What follows belongs to an exercise in optimizing a design on an open flow for small area, a short achievable clock period and few clock cycles per item; a production flow would make more cautious choices. Function was checked by simulation only, so behaviour that the tests miss may differ from the original.

[flow/design.v]
module muldiv_div_core #(
    parameter int WIDTH = 32
) (
    input  logic             clk,
    input  logic             rst,
    input  logic             load,
    input  logic             step,
    input  logic [WIDTH-1:0] dividend,
    input  logic [WIDTH-1:0] divisor,
    output logic [WIDTH-1:0] q,
    output logic [WIDTH-1:0] r
);
    logic [WIDTH-1:0] d;
    logic [WIDTH:0]   part;
    logic             ge;
    assign part = {r, q[WIDTH-1]};
    assign ge   = part >= {1'b0, d};
    always_ff @(posedge clk or negedge rst) begin
        if (!rst) begin
            q <= '0;
            r <= '0;
            d <= '0;
        end else if (load) begin
            q <= dividend;
            r <= '0;
            d <= divisor;
        end else if (step) begin
            r <= ge ? WIDTH'(part - {1'b0, d}) : part[WIDTH-1:0];
            q <= {q[WIDTH-2:0], ge};
        end
    end
endmodule
module muldiv_unit #(
    parameter int WIDTH    = 32,
    parameter int MUL_ITER = 0
) (
    input  logic             clk,
    input  logic             rst,
    input  logic             start,
    input  logic [2:0]       op,
    input  logic [WIDTH-1:0] a,
    input  logic [WIDTH-1:0] b,
    input  logic             flush,
    output logic             busy,
    output logic             done,
    output logic             div_by_zero,
    output logic [WIDTH-1:0] hi,
    output logic [WIDTH-1:0] lo
);
    localparam logic [2:0] OP_MULT  = 3'd0;
    localparam logic [2:0] OP_MULTU = 3'd1;
    localparam logic [2:0] OP_DIV   = 3'd2;
    localparam logic [2:0] OP_DIVU  = 3'd3;
    localparam logic [2:0] OP_MTHI  = 3'd4;
    localparam logic [2:0] OP_MTLO  = 3'd5;
    localparam logic [1:0] IDLE = 2'd0;
    localparam logic [1:0] MUL  = 2'd1;
    localparam logic [1:0] DIV  = 2'd2;
    localparam logic [1:0] FIX  = 2'd3;
    localparam int CW = $clog2(WIDTH);
    logic [1:0]         state;
    logic [CW-1:0]      cnt;
    logic               is_div;
    logic               neg_q;
    logic               neg_r;
    logic               b_zero;
    logic [WIDTH-1:0]   a_saved;
    logic [WIDTH-1:0]   mcand;
    logic [2*WIDTH-1:0] prod;
    logic               sgn;
    logic [WIDTH-1:0]   mag_a;
    logic [WIDTH-1:0]   mag_b;
    logic [2*WIDTH-1:0] prod_now;
    logic [2*WIDTH-1:0] prod_now_signed;
    logic [WIDTH:0]     mul_sum;
    logic [WIDTH-1:0]   dq;
    logic [WIDTH-1:0]   dr;
    logic               div_load;
    logic               div_step;
    logic               last_iter;
    function automatic logic [WIDTH-1:0] mag(input logic [WIDTH-1:0] x, input logic s);
        mag = (s && x[WIDTH-1]) ? -x : x;
    endfunction
    assign sgn             = (op == OP_MULT) || (op == OP_DIV);
    assign mag_a           = mag(a, sgn);
    assign mag_b           = mag(b, sgn);
    assign prod_now        = {{WIDTH{1'b0}}, mag_a} * {{WIDTH{1'b0}}, mag_b};
    assign prod_now_signed = (sgn && (a[WIDTH-1] ^ b[WIDTH-1])) ? -prod_now : prod_now;
    assign mul_sum         = {1'b0, prod[2*WIDTH-1:WIDTH]} + (prod[0] ? {1'b0, mcand} : '0);
    assign last_iter       = (cnt == CW'(WIDTH - 1));
    assign div_load        = (state == IDLE) && start && !flush && ((op == OP_DIV) || (op == OP_DIVU));
    assign div_step        = (state == DIV) && !flush;
    muldiv_div_core #(.WIDTH(WIDTH)) u_div (
        .clk      (clk),
        .rst      (rst),
        .load     (div_load),
        .step     (div_step),
        .dividend (mag_a),
        .divisor  (mag_b),
        .q        (dq),
        .r        (dr)
    );
    always_ff @(posedge clk or negedge rst) begin
        if (!rst) begin
            state       <= IDLE;
            cnt         <= '0;
            hi          <= '0;
            lo          <= '0;
            busy        <= 1'b0;
            done        <= 1'b0;
            div_by_zero <= 1'b0;
            is_div      <= 1'b0;
            neg_q       <= 1'b0;
            neg_r       <= 1'b0;
            b_zero      <= 1'b0;
            a_saved     <= '0;
            mcand       <= '0;
            prod        <= '0;
        end else begin
            done <= 1'b0;
            if (flush) begin
                state <= IDLE;
                busy  <= 1'b0;
                cnt   <= '0;
            end else begin
                case (state)
                    IDLE: if (start) begin
                        div_by_zero <= 1'b0;
                        neg_q   <= sgn & (a[WIDTH-1] ^ b[WIDTH-1]);
                        neg_r   <= sgn & a[WIDTH-1];
                        b_zero  <= (b == '0);
                        a_saved <= a;
                        mcand   <= mag_a;
                        prod    <= {{WIDTH{1'b0}}, mag_b};
                        case (op)
                            OP_MTHI: hi <= a;
                            OP_MTLO: lo <= a;
                            OP_MULT, OP_MULTU: begin
                                if (MUL_ITER == 0) begin
                                    {hi, lo} <= prod_now_signed;
                                    done     <= 1'b1;
                                end else begin
                                    state  <= MUL;
                                    busy   <= 1'b1;
                                    is_div <= 1'b0;
                                end
                            end
                            OP_DIV, OP_DIVU: begin
                                state  <= DIV;
                                busy   <= 1'b1;
                                is_div <= 1'b1;
                            end
                            default: ;
                        endcase
                    end
                    MUL: begin
                        prod  <= {mul_sum, prod[WIDTH-1:1]};
                        cnt   <= last_iter ? '0 : cnt + CW'(1);
                        if (last_iter) state <= FIX;
                    end
                    DIV: begin
                        cnt   <= last_iter ? '0 : cnt + CW'(1);
                        if (last_iter) state <= FIX;
                    end
                    FIX: begin
                        if (is_div) begin
                            if (b_zero) begin
                                lo          <= '1;
                                hi          <= a_saved;
                                div_by_zero <= 1'b1;
                            end else begin
                                lo <= neg_q ? -dq : dq;
                                hi <= neg_r ? -dr : dr;
                            end
                        end else begin
                            {hi, lo} <= neg_q ? -prod : prod;
                        end
                        state <= IDLE;
                        busy  <= 1'b0;
                        done  <= 1'b1;
                    end
                    default: state <= IDLE;
                endcase
            end
        end
    end
endmodule
[flow/run.sh]
#!/bin/bash
# synth_recipe.tcl (not shown) runs the flow's synth.tcl, then flattens the netlist and writes it again
# the make line also repeats each setting of config.mk as NAME=value (left out here)
make -C /OpenROAD-flow-scripts/flow DESIGN_CONFIG=/design/flow/config.mk WORK_HOME=/design/flow/orfs CLKGATE_MAP_FILE= SYNTH_SCRIPT=/design/flow/synth_recipe.tcl finish
[flow/config.mk]
export PLATFORM = sky130hd
export DESIGN_NAME = muldiv_unit
export DESIGN_NICKNAME = muldiv_unit
export VERILOG_FILES = /design/flow/design.v
export SDC_FILE = /design/flow/constraint.sdc
export NUM_CORES = 4
export LEC_CHECK = 0
export CAP_MARGIN = 20
export CORE_MARGIN = 2
export CORE_UTILIZATION = 40
export SLEW_MARGIN = 20
[flow/constraint.sdc]
create_clock -name core_clock -period 14.5 [get_ports {clk}]
set_input_delay 2.9000 -clock core_clock [delete_from_list [all_inputs] [get_ports {clk}]]
set_output_delay 2.9000 -clock core_clock [all_outputs]
set_load 0.01 [all_outputs]
==> out/results.tsv <==
stage	metric	value	unit
timing	maxSlewViolCount	0	
clock_tree	hold_buffers	0	
timing	whs	0.475	ns
critical_path	crit_path_start	a[10]	
placed_design	dp_hpwl	201000	µm
synth	syn_area	56000	µm²
grt	grtUsageTotal	0.340	
clock_tree	numCtsBuffers	34	
cells_and_area	seqCellArea	7540	µm²
critical_path	regToRegStartpoint	prod[1]	
die	pin_count	138	
synth	synth.distinct_cells	91	
synth	synthCells	6795	
cells_and_area	fin_area	66200	µm²
cells_and_area	fillers	13800	
detailed_routing	ant_nets	0	
clock_tree	cts_buffer_depth	3	
clock_tree	cts_tree	yes	
grt	antenna_found_initial	17	
clock_tree	clock_latency	0.57	ns
detailed_routing	wl	242000	µm
timing	fmax	70.4	MHz
critical_path	arrival	14.55	ns
die	start_util	0.402	
detailed_routing	dr.pass1.iters	6	
cells_and_area	fin_nets	8602	
critical_path	endpoint_kind	register	
die	fp-row-count	137	
synth	synth-seq-cells	301	
hold_path	hold_path_class	reg2reg	
critical_path	worstPathMaxFanout	3	
placed_design	portBuffers	137	
status	outcome	no timing/DRC/antenna violations	
synth	syn_nets	8103	
synth	yosysWarnings	2	
placed_design	placedInstanceArea	64800	µm²
synth	ys_seq_area_frac	0.134	
timing	tightest_slew	1.16	ns
synth	synthFlopType	dfrtp_1	
detailed_routing	route.detailed.drc	0	
die	die-area	143000	µm²
timing	setup_viol	0	
grt	grt-ovfl-total	0	
critical_path	crit_family	adder cells	
die	die_w	378	µm
timing	rsz0062_at_grt	no	
cells_and_area	drive_above_1_share	0.131	
critical_path	cp-start-kind	primary input	
grt	grt_start_max_net_pins	91	
cells_and_area	layout_commonest_cell	inv_1	
critical_path	crit_path_top_delay_cell	or4b_4	
detailed_routing	routedWlPerCell	26.3	µm
die	core	139000	µm²
timing	maxSlewHeadroom	0.222	
timing	period_share	0.979	
cells_and_area	multi_input_area	44100	µm²
critical_path	slowest_delay	0.59	ns
timing	fin_skew	0.0464	ns
placed_design	routabilityCongestion	1.02	
hold_path	hold_start	mcand[13]	
clock_tree	htreeDepth	2	
timing	hold_viol_final	0	
detailed_routing	routed-via-count	51800	
critical_path	cp_data_required_time	14.86	ns
clock_tree	cts_root_buf	clkbuf_16	
grt	grt_pass1_vias	51900	
synth	synth_edf_count	0	
timing	fin_crit	14.20	ns
grt	grt_pass1_wl	353000	µm
job	cap_violations	0	
cells_and_area	areaGrowthSynthToFinish	18.2	%
clock_tree	path_clk_slew	0.06	ns
clock_tree	clkSinkCount	301	
cells_and_area	final_cell_mix	inv_1 (995), nand2_1 (916), fa_1 (898)	
die	fp.dieH	378	µm
critical_path	crit_top_cell	fa_1	
detailed_routing	via_per_inst	5.63	
synth	syn_avg_cell_area	8.24	µm²
detailed_routing	dr.first_iter.drc_count	5539	
critical_path	crit_type	in2reg	
critical_path	cp_num_buf_inv	11	
synth	ys_async_sr_fraction	1.00	
-- worst paths after layout --
| check | to | slack (ns) | depth (start not counted) |
|---|---|---|---|
| setup / recovery | hi[31] | 0.30 | 44 |
| hold / removal | mcand[13] | 0.47 | 2 |
| setup reg to reg | hi[30] | 9.31 | 16 |
| hold reg to reg | mcand[13] | 0.47 | 2 |
| max in group asynchronous | b_zero | 10.14 | 3 |
| min in group asynchronous | u_div.r[21] | 2.26 | 1 |
-- metal layers --
layer | up-vias | part of all wire | track usage
met4 | 4 | 0.062 | 0.170
met2 | 2261 | 0.45 | 0.532
met5 | - | 0.00013 | 0
li1 | 22800 | - | -
met3 | 516 | 0.081 | 0.0551
met1 | 26300 | 0.41 | 0.455
-- logic make-up after synthesis --
group           Yosys count  synth area share
xor+xnor                351            0.0549
simple gates           2271             0.174
mux                      91            0.0173
compound gates         1155             0.130
buf+inv                1389            0.0933
fa+ha+maj              1237             0.397
flops                   301             0.134
-- area by class of cell --
cell class / instances / area share
Antenna cell: 2 / 0.0000756
Multi-Input combinational cell: 5105 / 0.666
Clock inverter: 17 / 0.00391
Inverter: 998 / 0.0566
Clock buffer: 43 / 0.0143
Tap cell: 1876 / 0.0355
Timing Repair Buffer: 854 / 0.110
Sequential cell: 301 / 0.114
-- worst reg2reg max path, cell delays in order (launching register included) --
cell and delay (ns):
dfrtp_1 0.45, inv_1 0.09, ha_1 0.21, or4b_2 0.62
nor2_1 0.11, buf_4 0.22, nand4_1 0.31, or4_1 0.69
or3_1 0.44, or4_1 0.45, o31ai_1 0.27, xor2_1 0.25
o21ai_0 0.11, a22oi_1 0.44, nand4_1 0.16, mux2i_1 0.19
nor2_1 0.06
-- Yosys cell counts (all sizes together) (77+ instances only) --
cell    instances  area share
inv           996       0.067
nor3           93      0.0083
clkbuf        363       0.024
nand2         918       0.062
nor2          852       0.057
xor2          146       0.023
a21oi         290       0.026
o21ai         347       0.031
xnor2         205       0.032
ha            339       0.076
dfrtp         301        0.13
a21o           77       0.010
fa            898        0.32
-- registers in the layout (all words and copies together), names as in the netlist, 31 cells and up --
name     flops
a_saved     31
u_div.r     32
u_div.d     32
hi          32
prod        64
u_div.q     32
mcand       32
lo          32
-- metrics by stage --
stage / std cells / util / worst slack [ns] / setup TNS, ns
floorplan: 6795 / - / 0.113 / 0
global placement: 9128 / 0.465 / -0.729 / -10.27
detailed placement: 9129 / 0.465 / -0.764 / -12.34
CTS: 9189 / 0.474 / 0.00680 / 0
global route: 9195 / 0.476 / 0.0178 / 0
finish: 9196 / 0.476 / 0.305 / 0
-- what timing repair did --
item / 4_1_cts / 5_1_grt
endpoints found under the setup margin: 7 / 25
gates resized for setup: 6 / 32
pin swaps: 1 / 9
buffers inserted: 0 / 5
Testbench counts, summed over its fixed seeds: cycles 29,790, ops 2,400.

-- re-timing with driven ports --
Ports are ideal in the flow. The routed layout listed here was re-timed in OpenROAD. Step 1 (the two cells are an assumption about what drives the block):
set clk [get_ports {clk}]
set_driving_cell -lib_cell sky130_fd_sc_hd__clkbuf_16 $clk
set_driving_cell -lib_cell sky130_fd_sc_hd__buf_2 [delete_from_list [all_inputs] $clk]
Step 2, shift: input delay + t, output delay - t, t = (earliest + latest rising clock arrival at the registers) / 2. This alone moves slack from input paths to output paths. Slacks: no drivers / after step 1 / after step 2; pairs: no drivers / after step 1.
t (ns): 0.611
setup WS [ns]: 0.305 / 0.348 / -0.264
worst hold slack (ns): 0.475 / 0.475 / 0.475
worst setup path after step 2: input to register
With both steps, setup timing fails in this run, where it was met with ideal ports. The setup slack of this run moves by +0.043 ns with the drivers and by -0.569 ns with both steps.
